Context: an optimization exercise on an open-source flow, tuned for small area, a short achievable clock period and few clock cycles per item. The choices shown serve that exercise and are no tape-out recipe.
Function not checked in this run: the RTL went through the layout flow alone.
Power is estimated from default activity; no workload was simulated.

==> design.v <==
package cmru_pkg;
  localparam logic signed [13:0] CENTER_X_RST = 14'sd2048;
  localparam logic signed [13:0] CENTER_Y_RST = 14'sd1920;
  localparam logic [11:0]        RADIUS_RST   = 12'd2968;
endpackage
module cmru_edge_trk (
  input  logic               clk,
  input  logic               sel_clr,    
  input  logic               sel_prep,   
  input  logic               sel_hor,    
  input  logic               sel_move,   
  input  logic               sel_step,   
  input  logic               sel_conv,   
  input  logic               dm,         
  input  logic               dm_nxt,
  input  logic signed [24:0] dq,
  input  logic signed [24:0] hx,
  input  logic               hc,
  input  logic [3:0]         o,
  output logic [7:0]         k,
  output logic [7:0]         k_nxt,
  output logic               cv
);
  logic signed [24:0] s_r, xa, xb, s1, s2, s_nxt;
  logic [7:0]         k_r;
  logic               cv_r;
  logic [24:0]        m32;
  logic [7:0]         o2;
  logic               stp, k0, k1, kz_nxt, sn, two;
  assign m32 = {8'd0, k_r, o, 5'd0};
  assign o2  = {4'd0, o} * {4'd0, o};
  assign stp = sel_step && !cv_r;
  always_comb begin
    xa = '0;
    if (sel_move)       xa = dq;
    if (stp && !dm)     xa = $signed(m32 + 25'd256);
    if (stp && dm)      xa = $signed(25'd768 - m32);
    if (sel_conv)       xa = $signed(25'd256 - m32);
    if (sel_hor)        xa = hx;
  end
  assign s1 = s_r + xa;
  assign xb  = dm ? $signed(25'd2048 - {m32[23:0], 1'b0}) : $signed({m32[23:0], 1'b0} + 25'd1024);
  assign s2  = s_r + xb;
  assign two = stp && (dm ? (!s1[24] && !k0 && !k1) : s1[24]);
  always_comb begin
    s_nxt = s_r;
    if (sel_prep)                                   s_nxt = $signed({17'd0, o2}) + $signed({24'd0, hc});
    else if (two)                                   s_nxt = s2;
    else if (sel_hor || sel_move || stp || sel_conv) s_nxt = s1;
  end
  always_comb begin
    k_nxt = k_r;
    if (sel_clr)  k_nxt = 8'd0;
    else if (two) k_nxt = dm ? (k_r - 8'd2) : (k_r + 8'd2);
    else if (stp) k_nxt = dm ? (k_r - 8'd1) : (k_r + 8'd1);
  end
  assign k0     = (k_r == 8'd0);
  assign k1     = (k_r == 8'd1);
  logic k2;
  assign k2     = (k_r == 8'd2);
  assign kz_nxt = sel_clr || (two ? (dm && k2) : stp ? (dm && k1) : k0);
  assign sn     = s_nxt[24];
  always_ff @(posedge clk) begin
    s_r  <= s_nxt;
    k_r  <= k_nxt;
    cv_r <= dm_nxt ? (sn || kz_nxt) : !sn;
  end
  assign k  = k_r;
  assign cv = cv_r;
endmodule
module circle_mask_rect_generator_unit #(
  parameter bit PF_OUT = 1'b0    
) (
  input  logic         clk,
  input  logic         rst_n,
  input  logic         in_valid,
  output logic         in_ready,
  input  logic [7:0]   in_row,
  output logic         out_valid,
  input  logic         out_ready,
  output logic [8:0]   out_x_left,
  output logic [7:0]   out_y_top,
  output logic [8:0]   out_x_right,
  output logic [7:0]   out_y_bottom,
  output logic         out_last_of_batch,
  input  logic         cfg_valid,
  output logic         cfg_ready,
  input  logic [1:0]   cfg_index,
  input  logic [13:0]  cfg_data
);
  localparam logic [2:0] OP_HOLD = 3'd0;
  localparam logic [2:0] OP_CLR  = 3'd1;
  localparam logic [2:0] OP_PREP = 3'd2;
  localparam logic [2:0] OP_HOR  = 3'd3;
  localparam logic [2:0] OP_MOVE = 3'd4;
  localparam logic [2:0] OP_STEP = 3'd5;
  localparam logic [2:0] OP_CONV = 3'd6;
  logic signed [13:0] cx_r, cy_r;
  logic [11:0]        rad_r;
  logic       r0_v;
  logic [7:0] y_r;
  logic       f_is0, f_inb, f_last, f_band;
  logic       f_same, f_nxt;      
  logic       bdone_r, rph_r, have_r;
  logic               tv_r, dm_r;
  logic [7:0]         ty_r;
  logic signed [13:0] q_r;       
  logic [1:0]         tst_r;     
  logic [3:0]         hcnt_r;
  logic [24:0]        hb_r;      
  logic               hbit_r;
  logic               band_r;    
  logic [7:0]         top_r;
  logic               wr_d;      
  logic       run_open_r;
  logic [7:0] run_t_r, run_b_r;
  logic [8:0] run_l_r, run_r_r;
  logic [8:0] lx_r, rx_r;         
  logic       p_v, p_e1, p_e2, p_band, p_last;
  logic [7:0] p_a, p_b;
  logic [8:0] p_l, p_r;
  logic cfg_wr;
  assign cfg_wr = cfg_valid && (cfg_index != 2'd3);
  logic               open_c, closed_c, act_c, band_c;
  logic signed [14:0] cy_e, r_e, lo_s, hi_s, lo_f, hi_f;
  logic [7:0]         top_c, bot_c;
  assign open_c   = (rad_r >= 12'd2968);
  assign closed_c = (rad_r == 12'd0);
  assign act_c    = !open_c && !closed_c;
  assign cy_e     = {cy_r[13], cy_r};
  assign r_e      = {3'b000, rad_r};
  assign lo_s     = cy_e - r_e;
  assign hi_s     = cy_e + r_e + 15'sd15;
  assign lo_f     = lo_s >>> 4;
  assign hi_f     = hi_s >>> 4;
  assign top_c    = lo_f[14] ? 8'd0 : (lo_f > 15'sd240) ? 8'd240 : lo_f[7:0];
  assign bot_c    = hi_f[14] ? 8'd0 : (hi_f > 15'sd240) ? 8'd240 : hi_f[7:0];
  assign band_c   = act_c && (top_c < bot_c);
  logic in_is0, in_inb, in_last, in_band;
  assign in_is0  = (in_row == 8'd0);
  assign in_inb  = act_c && (in_row >= top_c) && (in_row < bot_c);
  assign in_last = ({1'b0, in_row} + 9'd1 == {1'b0, bot_c});
  assign in_band = in_is0 && (closed_c || (act_c && ((top_c != 8'd0) || (bot_c != 8'd240))));
  logic [3:0]         o_l, o_r;
  logic [7:0]         k_l, k_r, kn_l, kn_r;
  logic               cv_l, cv_r, cvb;
  logic [2:0]         op;
  logic signed [24:0] dq, hx;
  logic               hc;
  logic               res_now, res_ok, need_conv;
  logic [7:0]         clr_t;
  logic signed [13:0] ap, bp;
  assign o_l = cx_r[3:0];
  assign o_r = 4'(-cx_r[3:0]);
  assign cvb = cv_l && cv_r;
  assign res_now   = tv_r && (tst_r == 2'd0) && f_same && cvb;
  assign res_ok    = have_r || res_now;
  assign need_conv = !dm_r && !q_r[13];
  logic sel_clr, sel_prep, sel_hor, sel_move, sel_step, sel_conv, dm_nxt;
  logic need, rel;
  assign need = r0_v && f_inb;
  assign rel  = tv_r && (f_same || f_nxt);
  always_comb begin
    op    = OP_HOLD;
    clr_t = top_r;
    if (tst_r == 2'd1) begin
      op = OP_PREP;
    end else if (tst_r == 2'd2) begin
      op = OP_HOR;
    end else if (need && !have_r) begin
      if (rel) begin
        if (!cvb)           op = OP_STEP;
        else if (need_conv) op = OP_CONV;
        else                op = OP_MOVE;
      end else begin
        op    = OP_CLR;
        clr_t = y_r;
      end
    end else if (need) begin
      if (tv_r && f_same && cvb) op = need_conv ? OP_CONV : OP_MOVE;
    end else if (!tv_r) begin
      if (band_r && !wr_d) op = OP_CLR;
    end else if (!cvb) begin
      op = OP_STEP;
    end
  end
  assign sel_clr  = (op == OP_CLR);
  assign sel_prep = (op == OP_PREP);
  assign sel_hor  = (op == OP_HOR);
  assign sel_move = (op == OP_MOVE);
  assign sel_step = (op == OP_STEP);
  assign sel_conv = (op == OP_CONV);
  assign dm_nxt   = sel_conv ? 1'b1 : sel_clr ? 1'b0 : dm_r;
  assign ap = $signed({2'b00, rad_r}) + 14'sd8 - q_r;
  assign bp = 14'sd8 - $signed({2'b00, rad_r}) - q_r;
  assign dq = $signed({{7{q_r[12]}}, q_r[12:0], 5'd0});
  assign hx = !hbit_r ? 25'sd0 : (hcnt_r == 4'd13) ? $signed(~hb_r) : $signed(hb_r);
  assign hc = ap[13];
  cmru_edge_trk u_trk_l (
    .clk (clk), .sel_clr (sel_clr), .sel_prep (sel_prep), .sel_hor (sel_hor),
    .sel_move (sel_move), .sel_step (sel_step), .sel_conv (sel_conv),
    .dm (dm_r), .dm_nxt (dm_nxt), .dq (dq), .hx (hx), .hc (hc), .o (o_l),
    .k (k_l), .k_nxt (kn_l), .cv (cv_l)
  );
  cmru_edge_trk u_trk_r (
    .clk (clk), .sel_clr (sel_clr), .sel_prep (sel_prep), .sel_hor (sel_hor),
    .sel_move (sel_move), .sel_step (sel_step), .sel_conv (sel_conv),
    .dm (dm_r), .dm_nxt (dm_nxt), .dq (dq), .hx (hx), .hc (hc), .o (o_r),
    .k (k_r), .k_nxt (kn_r), .cv (cv_r)
  );
  always_ff @(posedge clk) begin
    if (!rst_n) begin
      tv_r  <= 1'b0;
      tst_r <= 2'd0;
    end else if (cfg_wr) begin
      tv_r  <= 1'b0;
      tst_r <= 2'd0;
    end else begin
      case (op)
        OP_CLR: begin
          tv_r  <= 1'b0;
          tst_r <= 2'd1;
        end
        OP_PREP: tst_r <= 2'd2;
        OP_HOR: if (hcnt_r == 4'd13) begin
          tst_r <= 2'd0;
          tv_r  <= 1'b1;
        end
        default: begin
        end
      endcase
    end
  end
  always_ff @(posedge clk) begin
    case (op)
      OP_CLR: begin
        ty_r   <= clr_t;
        q_r    <= $signed({2'b00, clr_t, 4'b0000}) + 14'sd16 - cy_r;
      end
      OP_PREP: begin
        hb_r   <= 25'(bp);
        hbit_r <= ap[0];
        hcnt_r <= 4'd0;
      end
      OP_HOR: begin
        hb_r   <= {hb_r[23:0], 1'b0};
        hbit_r <= ap[hcnt_r + 4'd1];
        hcnt_r <= hcnt_r + 4'd1;
      end
      OP_MOVE: begin
        ty_r <= ty_r + 8'd1;
        q_r  <= q_r + 14'sd16;
      end
      default: begin
      end
    endcase
    dm_r <= dm_nxt;
  end
  logic signed [13:0] cxn;
  logic signed [10:0] fl, ce, ls, rs;
  assign cxn = cx_r;
  assign fl  = {cxn[13], cxn[13:4]};
  assign ce  = fl + {10'd0, (cxn[3:0] != 4'd0)};
  assign ls  = fl - $signed({3'b000, kn_l});
  assign rs  = ce + $signed({3'b000, kn_r});
  logic       pfree, done, push, match;
  logic       ev_band, ev_e1, ev_e2, ev_last;
  logic [7:0] ev_a, ev_b;
  logic [8:0] ev_l, ev_r;
  logic       ro, run_full, old_ex, fin_ex, run_has;
  logic       run_new, run_ext, run_drop, set_bdone, set_rph;
  assign pfree    = PF_OUT ? (!p_v || (out_ready && !(p_e1 && p_e2))) : !p_v;
  assign ro       = run_open_r && !f_is0;
  assign match    = (lx_r == run_l_r) && (rx_r == run_r_r);
  assign run_full = (run_l_r == 9'd0) && (run_r_r == 9'd256);
  assign old_ex   = ro && !match && !run_full;
  assign fin_ex   = f_last && ((lx_r != 9'd0) || (rx_r != 9'd256));
  assign run_has  = !run_full;
  always_comb begin
    done      = 1'b0;
    push      = 1'b0;
    ev_band   = 1'b0;
    ev_a      = run_t_r;
    ev_b      = run_b_r;
    ev_l      = run_l_r;
    ev_r      = run_r_r;
    ev_e1     = (run_l_r != 9'd0);
    ev_e2     = (run_r_r != 9'd256);
    ev_last   = 1'b1;
    run_new   = 1'b0;
    run_ext   = 1'b0;
    run_drop  = 1'b0;
    set_bdone = 1'b0;
    set_rph   = 1'b0;
    if (r0_v) begin
      if (!f_inb) begin
        if (f_band) begin
          ev_band = 1'b1;
          push    = pfree;
          done    = pfree;
        end else begin
          done = 1'b1;
        end
        run_drop = f_is0;
      end else if (res_ok) begin
        if (f_band && !bdone_r) begin
          ev_band   = 1'b1;
          ev_last   = !fin_ex;
          push      = pfree;
          set_bdone = pfree;
        end else if (!rph_r) begin
          if (!old_ex || pfree) begin
            push    = old_ex;
            ev_last = !fin_ex;
            run_ext = match && ro;
            run_new = !(match && ro);
            if (f_last) set_rph = 1'b1;
            else        done    = 1'b1;
          end
        end else begin
          if (!run_has || pfree) begin
            push     = run_has;
            done     = 1'b1;
            run_drop = 1'b1;
          end
        end
      end
    end
    if (ev_band) begin
      ev_a  = closed_c ? 8'd240 : top_c;
      ev_b  = bot_c;
      ev_l  = 9'd256;
      ev_r  = 9'd0;
      ev_e1 = closed_c || (top_c != 8'd0);
      ev_e2 = !closed_c && (bot_c != 8'd240);
    end
  end
  assign in_ready  = !r0_v || done;
  assign cfg_ready = 1'b1;
  logic       acc;
  logic [7:0] yn, ty1, ty2;
  assign acc = in_ready && in_valid;
  assign yn  = acc ? in_row : y_r;
  assign ty1 = ty_r + 8'd1;
  assign ty2 = ty_r + 8'd2;
  always_ff @(posedge clk) begin
    if (!rst_n) begin
      cx_r       <= 14'sd2048;
      cy_r       <= 14'sd1920;
      rad_r      <= 12'd2968;
      r0_v       <= 1'b0;
      run_open_r <= 1'b0;
      p_v        <= 1'b0;
      bdone_r    <= 1'b0;
      rph_r      <= 1'b0;
      have_r     <= 1'b0;
    end else begin
      if (cfg_valid) begin
        case (cfg_index)
          2'd0: cx_r  <= $signed(cfg_data);
          2'd1: cy_r  <= $signed(cfg_data);
          2'd2: rad_r <= cfg_data[11:0];
          default: begin
          end
        endcase
      end
      if (in_ready) r0_v <= in_valid;
      if (done) begin
        bdone_r <= 1'b0;
        rph_r   <= 1'b0;
        have_r  <= 1'b0;
      end else begin
        if (set_bdone) bdone_r <= 1'b1;
        if (set_rph)   rph_r   <= 1'b1;
        if (r0_v && f_inb && res_ok) have_r <= 1'b1;
      end
      if (run_drop)     run_open_r <= 1'b0;
      else if (run_new) run_open_r <= 1'b1;
      if (push) begin
        p_v <= 1'b1;
      end else if (p_v && out_ready && !(p_e1 && p_e2)) begin
        p_v <= 1'b0;
      end
    end
  end
  always_ff @(posedge clk) begin
    if (acc) begin
      y_r    <= in_row;
      f_is0  <= in_is0;
      f_inb  <= in_inb;
      f_last <= in_last;
      f_band <= in_band;
    end
    f_same <= (op == OP_MOVE) ? (yn == ty1) : (yn == ty_r);
    f_nxt  <= (op == OP_MOVE) ? (yn == ty2) : (yn == ty1);
    band_r <= band_c;
    wr_d   <= cfg_wr;
    top_r  <= top_c;
    lx_r <= ls[10] ? 9'd0 : (ls > 11'sd256) ? 9'd256 : ls[8:0];
    rx_r <= rs[10] ? 9'd0 : (rs > 11'sd256) ? 9'd256 : rs[8:0];
    if (run_new) begin
      run_t_r <= y_r;
      run_b_r <= y_r + 8'd1;
      run_l_r <= lx_r;
      run_r_r <= rx_r;
    end else if (run_ext) begin
      if (run_b_r != 8'd240) run_b_r <= run_b_r + 8'd1;
    end
    if (push) begin
      p_e1   <= ev_e1;
      p_e2   <= ev_e2;
      p_band <= ev_band;
      p_last <= ev_last;
      p_a    <= ev_a;
      p_b    <= ev_b;
      p_l    <= ev_l;
      p_r    <= ev_r;
    end else if (p_v && out_ready && p_e1 && p_e2) begin
      p_e1 <= 1'b0;
    end
  end
  assign out_valid         = p_v;
  assign out_x_left        = p_e1 ? 9'd0 : p_r;
  assign out_x_right       = p_e1 ? p_l : 9'd256;
  assign out_y_top         = p_band ? (p_e1 ? 8'd0 : p_b) : p_a;
  assign out_y_bottom      = p_band ? (p_e1 ? p_a : 8'd240) : p_b;
  assign out_last_of_batch = p_last && !(p_e1 && p_e2);
endmodule
==> run.sh <==
#!/bin/bash
# synth_recipe.tcl (not shown) runs the flow's synth.tcl, then flattens the netlist and writes it again
# the make line also repeats each setting of config.mk as NAME=value (left out here)
make -C /OpenROAD-flow-scripts/flow DESIGN_CONFIG=/design/flow/config.mk WORK_HOME=/design/flow/orfs CLKGATE_MAP_FILE= SYNTH_SCRIPT=/design/flow/synth_recipe.tcl finish
==> config.mk <==
export PLATFORM = sky130hd
export DESIGN_NAME = circle_mask_rect_generator_unit
export DESIGN_NICKNAME = circle_mask_rect_generator_unit
export VERILOG_FILES = /design/flow/design.v
export SDC_FILE = /design/flow/constraint.sdc
export NUM_CORES = 4
export LEC_CHECK = 0
export ABC_CLOCK_PERIOD_IN_PS = 4000
export CAP_MARGIN = 20
export CORE_MARGIN = 2
export CORE_UTILIZATION = 40
export SETUP_SLACK_MARGIN = 3
export SLEW_MARGIN = 20
==> constraint.sdc <==
create_clock -name core_clock -period 8.0 [get_ports {clk}]
set_input_delay 1.6000 -clock core_clock [delete_from_list [all_inputs] [get_ports {clk}]]
set_output_delay 1.6000 -clock core_clock [all_outputs]
set_load 0.01 [all_outputs]
==> results.cfg <==
[run_status]
status = timing/DRC/antenna clean

[timing]
grt_setup_unrepaired = yes
drv_slew = 0
hold_violations = 0
worst_slew_pin_slew_ns = 1.09
fmax_mhz = 153
finalCriticalPeriod_ns = 6.53
maxSlewHeadroom = 0.273
setup_viol = 0
setup_tns_ns = 0
timing.hold.ws_ns = 0.484
timing.final.ws_setup_ns = 1.47
skew_ns = 0.0208
period_share = 0.817

[clocking]
hold_buffers = 0
clkTransAtPathRegs_ns = 0.06
clock_latency_ns = 0.57
cts_root_buf = clkbuf_16
numCtsBuffers = 37
htree_levels = 2
cts_tree = done
cts_sinks = 284
clock_path_buffers = 3

[global_routing]
antenna_found_initial = 4
grt.overflow.total = 0
first_global_vias = 22669
grt_max_degree = 76
grtUsageTotal = 0.252
grt_pass1_wl_um = 131000

[logic_synthesis]
async_flop_share = 0
netlist.area_leader.share = 0.209
synth_area_um2 = 25300
syn_inst = 3017
yosysTopAreaCell = edfxtp_1
ys_ff_latch = 284
synth_warnings = 2
synthTopCellsByArea = edfxtp_1 (21%), ha_1 (12%), dfxtp_1 (8.6%)
syn_avg_cell_area_um2 = 8.37
synth-edff-count = 176
synth-main-ff-cell = edfxtp_1
synth.distinct_cells = 92
ys_seq_area_frac = 0.295
syn-num-nets = 3294

[worst_setup_path]
worstSetupPathType = reg2reg
timing.rr.end = rx_r[2]
crit_family = compound AO/OA/AOI/OAI gates
crit_path_start_kind = flip-flop
cp-startpoint = u_trk_r.cv_r
required_ns = 8.51
slowest_delay_ns = 0.46
cp.depth = 31
ff2ff_path_depth = 31
cp.arrival_ns = 7.04
rr_startpoint = u_trk_r.cv_r
cp-end-kind = flip-flop
crit_slowest_cell = a211o_4
crit_path_frequent_cell = a21oi_2
path_buf_inv = 1
worstPathMaxFanout = 9
r2r_setup_slack_ns = 1.47

[finish]
final_common_cell = nand2_1
seqCellArea_um2 = 7520
final_util = 0.485
multi_input_area_um2 = 18000
area_growth_pct = 20.5
fillers = 6018
drive_above_1_share = 0.147
fin_nets = 3446
mostFrequentLayoutCells = nand2_1 (280), ha_1 (216), a21oi_1 (202), xnor2_1 (197), nor2_1 (178)

[die]
design.core.area_um2 = 62700
die_x_um = 255
die-area_um2 = 65200
rows = 92
die_h_um = 255
io_pins = 67
start_util = 0.403

[placed_design]
pre_cts_ws_ns = 0.489
routabilityCongestion = 0.976
hpwl_um = 65000
portBuffers = 65

[hold_path]
hold_class = reg2reg
worstHoldStart = bdone_r
hold_end = bdone_r
worstHoldPathCells = 2

[route]
wl_per_cell_um = 21.1
vias = 23553
dr.pass1.iters = 5
viasPerCell = 5.82
drt_iter0_markers = 1734
antenna_left = 0
drt-total-wl_um = 85300
drc = 0

[power_and_ir_drop]
leakage_nw = 12.3
power_density_nw_per_um2 = 199
peakVddDrop_mv = 0.151
power_mw = 6.06

[run]
drv_cap = 0
[per-layer routing]
layer	GRT usage	vias to the layer above	wire, um
met3	0.0313	159	4700
li1	-	11233	-
met2	0.416	764	39800
met5	0	-	10
met4	0.0869	2	2720
met1	0.340	11395	38100
[final cells by class]
type	count	area share
Timing Repair Buffer	225	0.0649
Clock buffer	53	0.0353
Multi-Input combinational cell	2442	0.590
Timing Repair inverter	1	0.000206
Tap cell	846	0.0348
Antenna cell	1	0.0000822
Sequential cell	284	0.247
Inverter	178	0.0231
Clock inverter	15	0.00423
[state kept, by name, summed over array words and instances (netlist names), 2 cells and up]
register     count
p_a              8
rx_r             9
u_trk_r.s_r     25
p_r              9
cy_r            14
run_b_r          8
q_r             14
p_l              9
rad_r           12
top_r            8
hb_r            25
y_r              8
u_trk_l.s_r     25
run_r_r          9
lx_r             9
u_trk_l.k_r      8
run_l_r          9
tst_r            2
ty_r             8
p_b              8
u_trk_r.k_r      8
run_t_r          8
hcnt_r           4
cx_r            14
[repair_timing]
item / 4_1_cts / 5_1_grt
setup endpoints to repair: 102 / 75
cloned: 2 / 1
gates resized for setup: 201 / 95
setup buffers: 88 / 30
pin swaps: 84 / 65
[logic make-up (layout without fill, tap and decap cells)]
kind of cell,Yosys count,after routing,synth area share
simple gates,971,971,0.188
compound gates,848,848,0.213
xor+xnor,313,314,0.109
buf+inv,292,472,0.0437
flops,284,284,0.295
fa+ha+maj,249,249,0.126
mux,59,59,0.0247
other cells,1,2,0.000148
[worst register-to-register path: cells and delay by family (launching register included)]
kind | cells | cell delay [ns]
flip-flops | 1 | 0.37
buffers and inverters | 1 | 0.14
multiplexers | 1 | 0.37
AND/OR/NAND/NOR | 8 | 1.15
adder cells (fa/ha/maj) | 3 | 1.04
XOR/XNOR | 2 | 0.30
AO/OA/AOI/OAI | 16 | 3.10
[through the flow]
stage	instances	cell area, um^2
5_1_grt	4044	30400
2_1_floorplan	3017	25500
3_5_place_dp	3855	27100
3_3_place_gp	3855	27100
4_1_cts	4013	29700
6_report	4045	30400
[how the worst max path moves through the flow]
stage                   end  slack (ns)
finish              rx_r[2]        1.47
global route        rx_r[2]        1.13
CTS                 rx_r[0]        1.52
detailed placement  rx_r[8]        0.49
global placement    rx_r[8]        0.66
floorplan           rx_r[8]        1.70
[synthesized netlist by cell type (28+ instances only)]
library cell / number
edfxtp_1: 176
nand4_1: 28
nor2b_1: 46
a21boi_0: 44
a31oi_1: 40
nor3_1: 81
a21oi_1: 236
ha_1: 238
and3_1: 46
nand3_1: 94
xor2_1: 110
o21ai_0: 193
and2_1: 49
nor2_1: 188
xnor2_1: 201
nand2b_1: 47
inv_1: 173
clkbuf_1: 95
mux2i_1: 50
a21o_1: 50
dfxtp_1: 108
nand2_1: 288
[where the power goes]
part           switching (mW)  total, mW  internal (mW)
clock network           0.683       1.66          0.975
logic                    1.39       2.42           1.03
registers               0.204       1.98           1.77
total                    2.28       6.06           3.78

## static timing again, ports no longer ideal
How much do the figures lean on ideal ports? The routed layout below was timed once more, with nothing changed but the port constraints.
Step 1 sets driving cells, clkbuf_16 on the clock port and buf_2 on the other inputs (assumed; they add their load-dependent delay and slew).
Step 2 times the ports against the registers' clock, not the clock port: input delays grow and output delays shrink by t, the midpoint of the rising clock arrivals with the driver on.
a / b / c = ideal ports / drivers / drivers and shift; a / b = the first two.
shift t [ns]: 0.616
setup WS [ns]: 1.468 / 1.468 / 1.468
worst setup path at the end: register to register
slew at the worst register clock pin (ns): 0.06 / 0.06
worst slew at a driven data input, ns: 0.06
After both steps setup and hold are still met in this run. The setup slack of this run moves by 0.000 ns with the drivers and by 0.000 ns with both steps.
